What follows belongs to an exercise in optimizing a design on an open flow for small area; a production flow would make more cautious choices. Where RTL was checked, it was by simulation tests only, not by an equivalence proof against the original. Function not checked in run 1: the RTL went through the layout flow alone. Power figures rest on the tool's default switching activity, not on a simulated workload. No driver is modelled on the clock port, so clocking that relies on it looks cheaper here than on a real chip.

==> flow/flow/downsize.tcl <==
# Before floorplan: put every combinational cell that synthesis sized up
# back to its drive-1 variant (same function); the later repair steps size
# up again only where slew, capacitance or timing need it.
set db [ord::get_db]
set block [ord::get_db_block]
set n 0
foreach inst [$block getInsts] {
  set name [[$inst getMaster] getName]
  if { ![regexp {^(sky130_fd_sc_hd__[a-z0-9]+)_([0-9]+)$} $name -> base drive] } {
    continue
  }
  if { $drive <= 1 } {
    continue
  }
  if { [regexp {df|dl|buf|inv|conb|tap|fill|decap} $base] } {
    continue
  }
  set m1 [$db findMaster ${base}_1]
  if { $m1 ne "NULL" && $m1 ne "" } {
    $inst swapMaster $m1
    incr n
  }
}
puts "downsize.tcl: $n instances set to drive 1"
==> flow/flow/run.sh <==
#!/bin/bash
# Standard ORFS layout (the standard.sh, synthesis included) with these
# knobs changed:
#  - before floorplan, combinational cells are put back to drive 1
#    (flow/downsize.tcl); repair sizes up where needed;
#  - port buffers use the small sky130_fd_sc_hd__buf_1 (repair may upsize);
#  - CTS inserts no dummy loads, and clusters up to 30 sinks per
#    clkbuf_16 leaf buffer.
set -euo pipefail
export PRE_FLOORPLAN_TCL="$PWD/flow/downsize.tcl"
export BUFFER_PORTS_ARGS="-buffer_cell sky130_fd_sc_hd__buf_1"
export CTS_ARGS="-sink_clustering_enable -repair_clock_nets -dont_use_dummy_load -buf_list sky130_fd_sc_hd__clkbuf_16 -root_buf sky130_fd_sc_hd__clkbuf_16 -sink_clustering_size 30 -sink_clustering_max_diameter 120"
bash standard.sh > standard_flow.log 2>&1
==> flow/constraint.sdc <==
create_clock -name core_clock -period 6.0 [get_ports {clk}]
set_input_delay 1.2000 -clock core_clock [delete_from_list [all_inputs] [get_ports {clk}]]
set_output_delay 1.2000 -clock core_clock [all_outputs]
set_load 0.01 [all_outputs]
==> flow/config.mk <==
export PLATFORM = sky130hd
export DESIGN_NAME = data_mem_responder
export DESIGN_NICKNAME = data_mem_responder
export VERILOG_FILES = /design/flow/design.v
export SDC_FILE = /design/flow/constraint.sdc
export NUM_CORES = 4
export LEC_CHECK = 0
export CAP_MARGIN = 20
export CORE_MARGIN = 2
export CORE_UTILIZATION = 40
export PLACE_DENSITY = 0.75
export SLEW_MARGIN = 20
export SYNTH_HIERARCHICAL = 1
==> flow/design.v <==
package dmem_pkg;
    localparam int DMEM_DEPTH = 32;
    localparam int DMEM_IDX_W = 5;
endpackage
module dmem_array
#(
    parameter int DATA_W = 32,
    parameter int DEPTH  = dmem_pkg::DMEM_DEPTH,
    parameter int IDX_W  = dmem_pkg::DMEM_IDX_W
) (
    input  logic              clk,
    input  logic              i_clr,
    input  logic              i_cap,
    input  logic              i_store,
    input  logic [IDX_W-1:0]  i_addr,
    input  logic [DATA_W-1:0] i_wdata,
    input  logic              i_show,
    output logic [DATA_W-1:0] o_rdata,
    output logic              o_zero
);
    localparam int NPAIR = DEPTH / 2;
    logic [1:0]                   r_cnt;
    logic                         r_post;
    logic [3:0]                   r_plo;
    logic [NPAIR/4-1:0]           r_phi;
    logic                         r_lsb;
    logic                         r_inb;
    logic [DATA_W-1:0]            r_wdata;
    logic                         r_wpend;
    logic [NPAIR-1:0][DATA_W-1:0] r_row_a;
    logic [NPAIR-1:0][DATA_W-1:0] r_row_b;
    logic [NPAIR-1:0][DATA_W-1:0] w_next_a;
    logic                         w_fire;
    logic                         w_x;
    logic [NPAIR-1:0]             w_psel;
    logic [NPAIR-1:0]             w_pair_a;
    logic [NPAIR-1:0]             w_pair_b;
    logic [NPAIR-1:0]             w_sel_a_n;
    logic [NPAIR-1:0]             w_sel_b_n;
    logic [DATA_W-1:0]            w_col_d;
    logic [DATA_W-1:0]            w_col_z;
    logic                         w_show0_n;
    logic                         w_show1_n;
    always_ff @(posedge clk) begin
        if (i_clr) begin
            r_cnt <= 2'd0;
        end else begin
            r_cnt <= r_cnt + 2'd1;
        end
        r_post <= i_clr;
    end
    always_ff @(posedge clk) begin
        if (i_cap) begin
            for (int k = 0; k < 4; k++)
                r_plo[k] <= (i_addr[2:1] == 2'(k));
            for (int k = 0; k < NPAIR / 4; k++)
                r_phi[k] <= (i_addr[IDX_W-1:3] == (IDX_W-3)'(k));
            r_lsb   <= i_addr[0];
            r_wdata <= i_wdata;
        end
    end
    always_ff @(posedge clk) begin
        r_inb <= (~r_cnt[0] & ~i_clr) ^ (i_cap ? i_addr[0] : r_lsb);
    end
    assign w_fire = r_wpend & r_inb & ~i_clr;
    always_ff @(posedge clk) begin
        if (i_clr) begin
            r_wpend <= 1'b0;
        end else if (i_store) begin
            r_wpend <= 1'b1;
        end else if (w_fire) begin
            r_wpend <= 1'b0;
        end
    end
    always_comb begin
        for (int p = 0; p < NPAIR; p++) begin
            w_psel[p]    = r_plo[p % 4] & r_phi[p / 4];
            w_pair_a[p]  = ~(w_fire & w_psel[p]);
            w_pair_b[p]  = ~w_pair_a[p] | i_clr | r_post;
            w_sel_a_n[p] = ~(w_psel[p] & ~r_inb);
            w_sel_b_n[p] = ~(w_psel[p] & r_inb);
        end
    end
    assign w_col_d = r_wdata ^ {DATA_W{r_cnt[1] ^ r_lsb}};
    for (genvar p = 0; p < NPAIR; p++) begin : g_pair
        for (genvar j = 0; j < DATA_W; j++) begin : g_bit
            dmem_cell_nx u_nx (
                .i_a (w_pair_a[p]),
                .i_b (w_pair_b[p]),
                .i_d (w_col_d[j]),
                .i_s (r_row_b[p][j]),
                .o_y (w_next_a[p][j])
            );
        end
    end
    always_ff @(posedge clk) begin
        r_row_a <= w_next_a;
        r_row_b <= r_row_a;
    end
    assign w_x = r_lsb ? ~(r_cnt[1] ^ r_cnt[0]) : r_cnt[1];
    assign w_show0_n = ~(i_show & ~w_x);
    assign w_show1_n = ~(i_show & w_x);
    for (genvar j = 0; j < DATA_W; j++) begin : g_col
        logic [NPAIR-1:0] w_col_a;
        logic [NPAIR-1:0] w_col_b;
        for (genvar p = 0; p < NPAIR; p++) begin : g_s
            assign w_col_a[p] = r_row_a[p][j];
            assign w_col_b[p] = r_row_b[p][j];
        end
        dmem_rd_col #(.NPAIR(NPAIR)) u_col (
            .i_sel_a_n (w_sel_a_n),
            .i_a       (w_col_a),
            .i_sel_b_n (w_sel_b_n),
            .i_b       (w_col_b),
            .i_show0_n (w_show0_n),
            .i_show1_n (w_show1_n),
            .o_z       (w_col_z[j]),
            .o_q       (o_rdata[j])
        );
    end
    assign o_zero = w_x ? ~(|w_col_z) : (&w_col_z);
endmodule
module dmem_cell_nx (
    input  logic i_a,
    input  logic i_b,
    input  logic i_d,
    input  logic i_s,
    output logic o_y
);
    assign o_y = ~((i_a | i_d) & (i_b | i_s));
endmodule
module dmem_rd_col
#(
    parameter int NPAIR = dmem_pkg::DMEM_DEPTH / 2
) (
    input  logic [NPAIR-1:0] i_sel_a_n,
    input  logic [NPAIR-1:0] i_a,
    input  logic [NPAIR-1:0] i_sel_b_n,
    input  logic [NPAIR-1:0] i_b,
    input  logic             i_show0_n,
    input  logic             i_show1_n,
    output logic             o_z,
    output logic             o_q
);
    logic [NPAIR-1:0] w_pz;
    for (genvar k = 0; k < NPAIR; k++) begin : g_pair
        dmem_rd_pair u_pair (
            .i_sel_n0 (i_sel_a_n[k]),
            .i_s0     (i_a[k]),
            .i_sel_n1 (i_sel_b_n[k]),
            .i_s1     (i_b[k]),
            .o_z      (w_pz[k])
        );
    end
    assign o_z = |w_pz;
    dmem_rd_out u_out (
        .i_z       (o_z),
        .i_show0_n (i_show0_n),
        .i_show1_n (i_show1_n),
        .o_q       (o_q)
    );
endmodule
module dmem_rd_pair (
    input  logic i_sel_n0,
    input  logic i_s0,
    input  logic i_sel_n1,
    input  logic i_s1,
    output logic o_z
);
    assign o_z = ~((i_sel_n0 | i_s0) & (i_sel_n1 | i_s1));
endmodule
module dmem_rd_out (
    input  logic i_z,
    input  logic i_show0_n,
    input  logic i_show1_n,
    output logic o_q
);
    assign o_q = ~(i_z ? i_show1_n : i_show0_n);
endmodule
module data_mem_responder
#(
    parameter int DATA_W = 32,
    parameter int ADDR_W = 10,
    parameter int DEPTH  = dmem_pkg::DMEM_DEPTH
) (
    input  logic              clk,
    input  logic              reset,
    input  logic              req_valid,
    output logic              req_ready,
    input  logic              req_write,
    input  logic [ADDR_W-1:0] req_addr,
    input  logic [DATA_W-1:0] req_wdata,
    output logic              resp_valid,
    input  logic              resp_ready,
    output logic [DATA_W-1:0] resp_rdata,
    output logic              resp_err,
    output logic              resp_zero
);
    localparam int IDX_W = dmem_pkg::DMEM_IDX_W;
    logic r_wait;
    logic r_resp;
    logic r_load;
    logic r_err;
    logic r_zero;
    logic w_idle;
    logic w_accept;
    logic w_in_range;
    logic w_mem_zero;
    assign w_idle     = ~r_wait & ~r_resp;
    assign w_accept   = req_valid & w_idle;
    assign w_in_range = (req_addr[ADDR_W-1:IDX_W] == '0);
    dmem_array #(
        .DATA_W (DATA_W),
        .DEPTH  (DEPTH),
        .IDX_W  (IDX_W)
    ) u_array (
        .clk     (clk),
        .i_clr   (reset),
        .i_cap   (w_idle),
        .i_store (w_accept & req_write & w_in_range),
        .i_addr  (req_addr[IDX_W-1:0]),
        .i_wdata (req_wdata),
        .i_show  (r_resp & r_load),
        .o_rdata (resp_rdata),
        .o_zero  (w_mem_zero)
    );
    always_ff @(posedge clk) begin
        if (reset) begin
            r_wait <= 1'b0;
            r_resp <= 1'b0;
        end else begin
            r_wait <= w_accept;
            r_resp <= r_wait | (r_resp & ~resp_ready);
        end
    end
    always_ff @(posedge clk) begin
        if (w_idle) begin
            r_load <= ~req_write & w_in_range;
            r_err  <= ~w_in_range;
        end
    end
    always_ff @(posedge clk) begin
        r_zero <= ~r_load | w_mem_zero;
    end
    assign req_ready  = w_idle;
    assign resp_valid = r_resp;
    assign resp_err   = r_resp & r_err;
    assign resp_zero  = r_resp & r_zero;
endmodule
==> flow/standard.sh <==
#!/bin/bash
# synth_recipe.tcl (not shown) runs the flow's synth.tcl, then flattens the netlist and writes it again
# the make line also repeats each setting of config.mk as NAME=value (left out here)
make -C /OpenROAD-flow-scripts/flow DESIGN_CONFIG=/design/flow/config.mk WORK_HOME=/design/flow/orfs CLKGATE_MAP_FILE= SYNTH_SCRIPT=/design/flow/synth_recipe.tcl "${@:-finish}"
==> results of run 1 <==
metrics by stage:
stage	instances	setup slack, ps	hold slack [ps]	instance area (um2)
finish	3748	213	332	34600
detailed placement	3703	1180	335	33500
CTS	3744	518	329	34500
global placement	3703	1170	332	33500
global route	3747	178	337	34600
floorplan	2465	2460	331	30700
Yosys stat by module, one instance, submodules excluded, a selection:
module | cell area (um2) | cells
data_mem_responder | 211 | 19
dmem_rd_out | 10.0 | 1
dmem_cell_nx | 6.26 | 1
dmem_rd_pair | 6.26 | 1
final cells by class:
class | count | area (um2) | area share
Antenna cell | 4 | 10.0 | 0.000290
Clock buffer | 41 | 1030 | 0.0297
Inverter | 2 | 7.51 | 0.000217
Multi-Input combinational cell | 1378 | 8930 | 0.258
Sequential cell | 1075 | 21900 | 0.635
Tap cell | 1030 | 1290 | 0.0373
Timing Repair Buffer | 218 | 1350 | 0.0392
worst paths after layout:
check                              end  cells past startpoint  slack (ps)
setup / recovery         resp_rdata[7]                      8         210
hold reg to reg   u_array.r_row_b[490]                      0         330
setup reg to reg                r_zero                     10        1000
hold / removal    u_array.r_row_b[490]                      0         330
sequential cells by signal, summed over array words and instances, names as in the netlist, 2 cells and up:
register / cells
u_array.r_wdata: 32
u_array.r_cnt: 2
u_array.r_phi: 4
u_array.r_row_b: 512
u_array.r_row_a: 512
u_array.r_plo: 4
metal layers:
metal	GRT usage	vias to the layer above	wire length, um
li1	-	10500	-
met1	0.333	12100	40200
met2	0.352	1827	42100
met3	0.0960	286	14500
met4	0.0943	10	4030
met5	0	-	61
where the power goes:
| part | leakage, uW | total (uW) | switching, uW | internal, uW |
|---|---|---|---|---|
| registers | 0.00900 | 7870 | 256 | 7610 |
| logic | 0.00320 | 2120 | 1530 | 593 |
| clock network | 0.000505 | 3320 | 2080 | 1240 |
cell usage in the layout, fill, tap and decap left out, types with 32 or more instances in the layout:
cell type / netlist / layout
dfxtp_1: 1033 / 1033
o22ai_1: 1024 / 1024
nor4_1: 138 / 138
buf_4: 0 / 134
buf_1: 0 / 82
nand2_1: 49 / 49
nand4_1: 42 / 42
edfxtp_1: 42 / 42
clkbuf_16: 0 / 41
mux2i_1: 32 / 32
cells by family after synthesis:
group,Yosys count
muxes,33
AOI/OAI and AO/OA,1027
xor gates and xnor gates,36
buffers and inverters,12
and+or+nand+nor,282
DFF,1075
worst reg2reg max path, cell delays in order, from the launching register on:
cell      delay, ps
dfxtp_1         790
nor2b_1         210
nand2_1         430
buf_4           340
o22ai_1         110
nor4_1         1060
nand4_1         500
nor4_1          860
nand4_1         230
o31ai_1         300
nand2b_1        130
==> reports/results.ini, run 1 <==
[outcome]
outcome=finished clean

[synthesis]
synthCells=2465
ys_warn_count=8
synth_compound_area_frac=0.207
synthXorXnorAreaFrac=0.0181
yosysSeqAreaShare=0.708
synth_cell_types=30
synth-seq-cells=1075
synth-simple-area-share=0.0522
synth_edf_count=42
synth-area-yosys_mm2=0.0310
yosysTopAreaCell=dfxtp_1
muxShareOfSynthArea=0.0107
ys_async_sr_fraction=0
synthAdderAreaFrac=0
yosys-top-cells-area=dfxtp_1 67%, o22ai_1 21%, edfxtp_1 4.1%
synth_flop_cell=dfxtp_1
syn-num-nets=2512
synthTopCellsByCount=1033 x dfxtp_1, 1024 x o22ai_1, 138 x nor4_1
netlist.area_leader.share=0.668
synth_top_family_by_area=compound AO/OA/AOI/OAI gates
yosysMostFrequentCell=dfxtp_1

[sta]
fin_crit_sh=0.964
grt_setup_unrepaired=no
finalHoldViolations=0
tns_ps=0
relSlewSlack=0.157
fmax_mhz=173
skew_ps=41.7
layout_min_cycle_time_ps=5790
tightest_slew_ps=1250
drv_slew=0
finalSetupViolCount=0

[place]
numPortBuffers=82
dp_hpwl_um=64000
gp_congestion=0.919

[cells_and_area]
drive_gt1_frac=0.0741
fillers=6802
fin_util=0.455
fin_nets=2763

[floorplan]
die_height_um=281
die_area_mm2=0.0790
die-width_um=281
core-area_mm2=0.0759
start_util=0.404
io-pin-count=83
num_rows=101

[worst_hold_path]
hold_path.class=register to register
hp-start=u_array.r_row_a[490]

[routing]
antenna_left=0
drt-pass1-iter-count=6
drc=0
drt_iter0_drc=3818
num_vias=24700
drt-wirelength-per-cell_um=26.9
via_per_inst=6.60
wirelength_um=101000

[clocking]
htreeDepth=2
cts_sinks=1075
cts_hold_buffers=0
cts_resized=0
cts.reportedPaths.clkPinSlew_ps=120
clock-root-buffer=clkbuf_16
clk_latency_ps=640
cts_setup_buffers=0
cts_buffers=41
clockBufferDepth=3
cts_tree=built

[pwr]
power_leakage_uw=0.0127
power_uw=13300
powerDensity_mw_per_mm2=385
peakVddDrop_uv=266

[critical_path]
criticalPathCategory=register to output port
crit_chain=nor2b_1 > nand2_1 > buf_4 > o22ai_1 > nor4_1 > nand4_1 > mux2i_1 > buf_1
path_max_fanout=23
cp-end-kind=output port
r2r_start=u_array.r_inb
max_stage_delay_ps=790
critPathArrivalTime_ps=4590
critPathRequiredTime_ps=4800
slowest_stage=dfxtp_1
critPathBufInv=2
critPathLaunchType=register
startpoint=u_array.r_inb
crit_family=simple AND/OR/NAND/NOR gates

[grt]
grtUsageTotal=0.246
grt-ovfl-total=0
grt_start_max_net_pins=44
grt_pass1_wl_um=148000
grt_pass1_vias=23400
antenna_found_initial=10

[run]
max_cap_violations=0

==> run 2, diff against run 1 <==
--- a/flow/design.v
+++ b/flow/design.v
@@ -24,12 +24,12 @@
     logic [3:0]                   r_plo;
     logic [NPAIR/4-1:0]           r_phi;
     logic                         r_lsb;
-    logic                         r_inb;
     logic [DATA_W-1:0]            r_wdata;
     logic                         r_wpend;
     logic [NPAIR-1:0][DATA_W-1:0] r_row_a;
     logic [NPAIR-1:0][DATA_W-1:0] r_row_b;
     logic [NPAIR-1:0][DATA_W-1:0] w_next_a;
+    logic                         w_inb;
     logic                         w_fire;
     logic                         w_x;
     logic [NPAIR-1:0]             w_psel;
@@ -59,10 +59,8 @@
             r_wdata <= i_wdata;
         end
     end
-    always_ff @(posedge clk) begin
-        r_inb <= (~r_cnt[0] & ~i_clr) ^ (i_cap ? i_addr[0] : r_lsb);
-    end
-    assign w_fire = r_wpend & r_inb & ~i_clr;
+    assign w_inb  = r_cnt[0] ^ r_lsb;
+    assign w_fire = r_wpend & w_inb & ~i_clr;
     always_ff @(posedge clk) begin
         if (i_clr) begin
             r_wpend <= 1'b0;
@@ -77,8 +75,8 @@
             w_psel[p]    = r_plo[p % 4] & r_phi[p / 4];
             w_pair_a[p]  = ~(w_fire & w_psel[p]);
             w_pair_b[p]  = ~w_pair_a[p] | i_clr | r_post;
-            w_sel_a_n[p] = ~(w_psel[p] & ~r_inb);
-            w_sel_b_n[p] = ~(w_psel[p] & r_inb);
+            w_sel_a_n[p] = ~(w_psel[p] & ~w_inb);
+            w_sel_b_n[p] = ~(w_psel[p] & w_inb);
         end
     end
     assign w_col_d = r_wdata ^ {DATA_W{r_cnt[1] ^ r_lsb}};
==> run 2 against run 1 <==
Effect of this change:
- critical path depth up 1
- worst setup slack worse by 99 ps
- die area fell by 0.18%
- register-to-register slack lost 100 ps
- non-clock buffer count rose by 22
- highest routed layer is now met4
==> reports/results.ini, run 2 <==
[outcome]
outcome=finished clean

[run]
max_cap_violations=0

[routing]
drt-pass1-iter-count=7
drt-wirelength-per-cell_um=26.0
antenna_left=0
wirelength_um=97900
drt_iter0_drc=3184
via_per_inst=6.49
drc=0
num_vias=24400

[floorplan]
num_rows=101
core-area_mm2=0.0759
start_util=0.404
die_area_mm2=0.0789
die-width_um=281
die_height_um=281
io-pin-count=83

[synthesis]
postSynthAreaPerCell_um2=12.5
synthTopCellsByCount=1031 x dfxtp_1, 1024 x o22ai_1, 138 x nor4_1
yosysMostFrequentCell=dfxtp_1
synthCells=2463
yosysTopAreaCell=dfxtp_1
syn-num-nets=2510
synth_cell_types=24
ys_warn_count=8
synth-seq-cells=1074
synth_edf_count=43
netlist.area_leader.share=0.673
syn_area_mm2=0.0307
ys_async_sr_fraction=0
yosys-top-cells-area=dfxtp_1 67%, o22ai_1 21%, edfxtp_1 4.2%
synth_flop_cell=dfxtp_1
yosysSeqAreaShare=0.715

[clocking]
cts_hold_buffers=0
clock-root-buffer=clkbuf_16
cts.reportedPaths.clkPinSlew_ps=110
clk_latency_ps=630
htreeDepth=2
cts_tree=built
cts_sinks=1074
clockBufferDepth=3
cts_buffers=41

[grt]
grt_pass1_vias=23200
grt_start_max_net_pins=45
grt-ovfl-total=0
grt_pass1_wl_um=145000
antenna_found_initial=1
grtUsageTotal=0.239

[pwr]
power_uw=13100
peakVddDrop_uv=191
power_leakage_uw=0.0127
powerDensity_mw_per_mm2=380

[critical_path]
cp-end-kind=output port
path_max_fanout=15
critPathLaunchType=register
slowest_stage=nand2_1
criticalPathCategory=register to output port
critPathArrivalTime_ps=4690
critPathBufInv=2
crit_chain=xnor2_2 > nor2b_1 > nand2_1 > buf_4 > o22ai_1 > nor4_1 > nand4_1 > mux2i_1 > buf_1
max_stage_delay_ps=760
critPathRequiredTime_ps=4800
crit_family=simple AND/OR/NAND/NOR gates

[cells_and_area]
final_cell_mix=1031 x dfxtp_1, 1024 x o22ai_1, 153 x buf_4, 138 x nor4_1, 82 x buf_1
fillers=6781
area_delta_synth_final_pct=12.6
diodes=0
layoutNonFillerInstCount=3765
fin_nets=2784
final_common_cell=dfxtp_1
reg_top3=u_array.r_row_a: 512 flops, u_array.r_row_b: 512 flops, u_array.r_wdata: 32 flops
drive_gt1_frac=0.0742

[place]
numPortBuffers=82
dp_cells=3723
gp_congestion=0.884
dp_slack_ps=779
dp_hpwl_um=62000

[sta]
hold_slack_ps=326
relSlewSlack=0.206
layout_min_cycle_time_ps=5890
fin_crit_sh=0.981
finalSetupViolCount=0
tightest_slew_ps=1180
fin_ws_ps=115
fmax_mhz=170
tns_ps=0
skew_ps=54.3
finalHoldViolations=0
drv_slew=0
grt_setup_unrepaired=no

[worst_hold_path]
hold_path.class=register to register

==> run 2: changes by cell type after synthesis, moves of 3 or more <==
cell      before  now
xnor2_1        4   36
xnor2_2       30    0
nand2_1       49   65
nand3_1       17    1
buf_12         3    0
and4bb_2       0    4
buf_4          0    3
==> run 2: kinds of logic (layout without fill, tap and decap cells) <==
group / count (synthesis) / count (layout) / synth area share
AOI/OAI and AO/OA: 1027 / 1027 / 0.209
xor gates and xnor gates: 36 / 36 / 0.0103
buffers and inverters: 10 / 282 / 0.00159
DFF: 1074 / 1074 / 0.715
muxes: 32 / 32 / 0.0104
and+or+nand+nor: 284 / 284 / 0.0532
==> run 2: Yosys stat by module (local to each module, per instance), excerpt <==
module | flops+latches | cells
dmem_rd_pair | 0 | 1
dmem_cell_nx | 0 | 1
dmem_rd_out | 0 | 1
data_mem_responder | 5 | 19
==> run 2: final timing paths <==
kind	from	endpoint	slack, ps	depth (start not counted)
setup / recovery	u_array.r_lsb	resp_rdata[8]	110	9
setup reg to reg	u_array.r_lsb	r_zero	900	12
hold reg to reg	u_array.r_row_a[14]	u_array.r_row_b[14]	330	0
hold / removal	u_array.r_row_a[14]	u_array.r_row_b[14]	330	0
==> run 2: cell type report <==
class | instances | area, um2 | share of cell area
inverter | 1 | 3.75 | 0.000109
timing repair buffer | 240 | 1560 | 0.0453
tap | 1030 | 1290 | 0.0373
multi-input combinational | 1379 | 8710 | 0.252
clock buffer | 41 | 1030 | 0.0297
sequential | 1074 | 21900 | 0.635
==> run 2: repair_timing <==
action                                  in CTS  in global routing
gates resized for setup                      0                  1
setup buffers                                0                  0
endpoints found under the setup margin       0                 13
==> run 2: layer usage <==
metal  GRT usage  share of wire  vias to the layer above
met1       0.329           0.41                    11900
met4      0.0836          0.039                        0
li1            -              -                    10600
met2       0.352           0.42                     1695
met5           0              0                        -
met3      0.0772           0.14                      283
==> run 2: through the flow <==
stage | utilization | cell area [um2]
global placement | 0.440 | 33400
detailed placement | 0.441 | 33500
floorplan | - | 30700
CTS | 0.454 | 34500
finish | 0.455 | 34500
global route | 0.455 | 34500
==> run 2: report_power, final <==
part           internal (uW)  switching (uW)  total [uW]
Sequential              7600             241        7850
Combinational            579            1390        1970
Clock                   1240            2070        3310
Total                   9430            3710       13100

## what the ideal ports hide
The flow's constraints put no driver on any port. The routed layouts listed below were extracted and timed again, unchanged, in two steps. Step 1, drivers: a clkbuf_16 drives clk and a buf_2 each remaining input, both assumed. Step 2 moves the port delays by t, midway between the first and last clock arrival at a register: inputs arrive t later, outputs are due t later. That takes back most of the time a late clock gives input paths. Slacks: no drivers / after step 1 / after step 2; pairs: no drivers / after step 1.
run	t, ns	slack for setup (ns)	worst setup path at the end	slew at the worst register clock pin (ns)
run 1	0.674	0.213 / 0.154 / 0.828	register to output	0.12 / 0.12
run 2	0.663	0.115 / 0.055 / 0.718	register to output	0.11 / 0.11
After both steps every run listed still meets setup and hold.
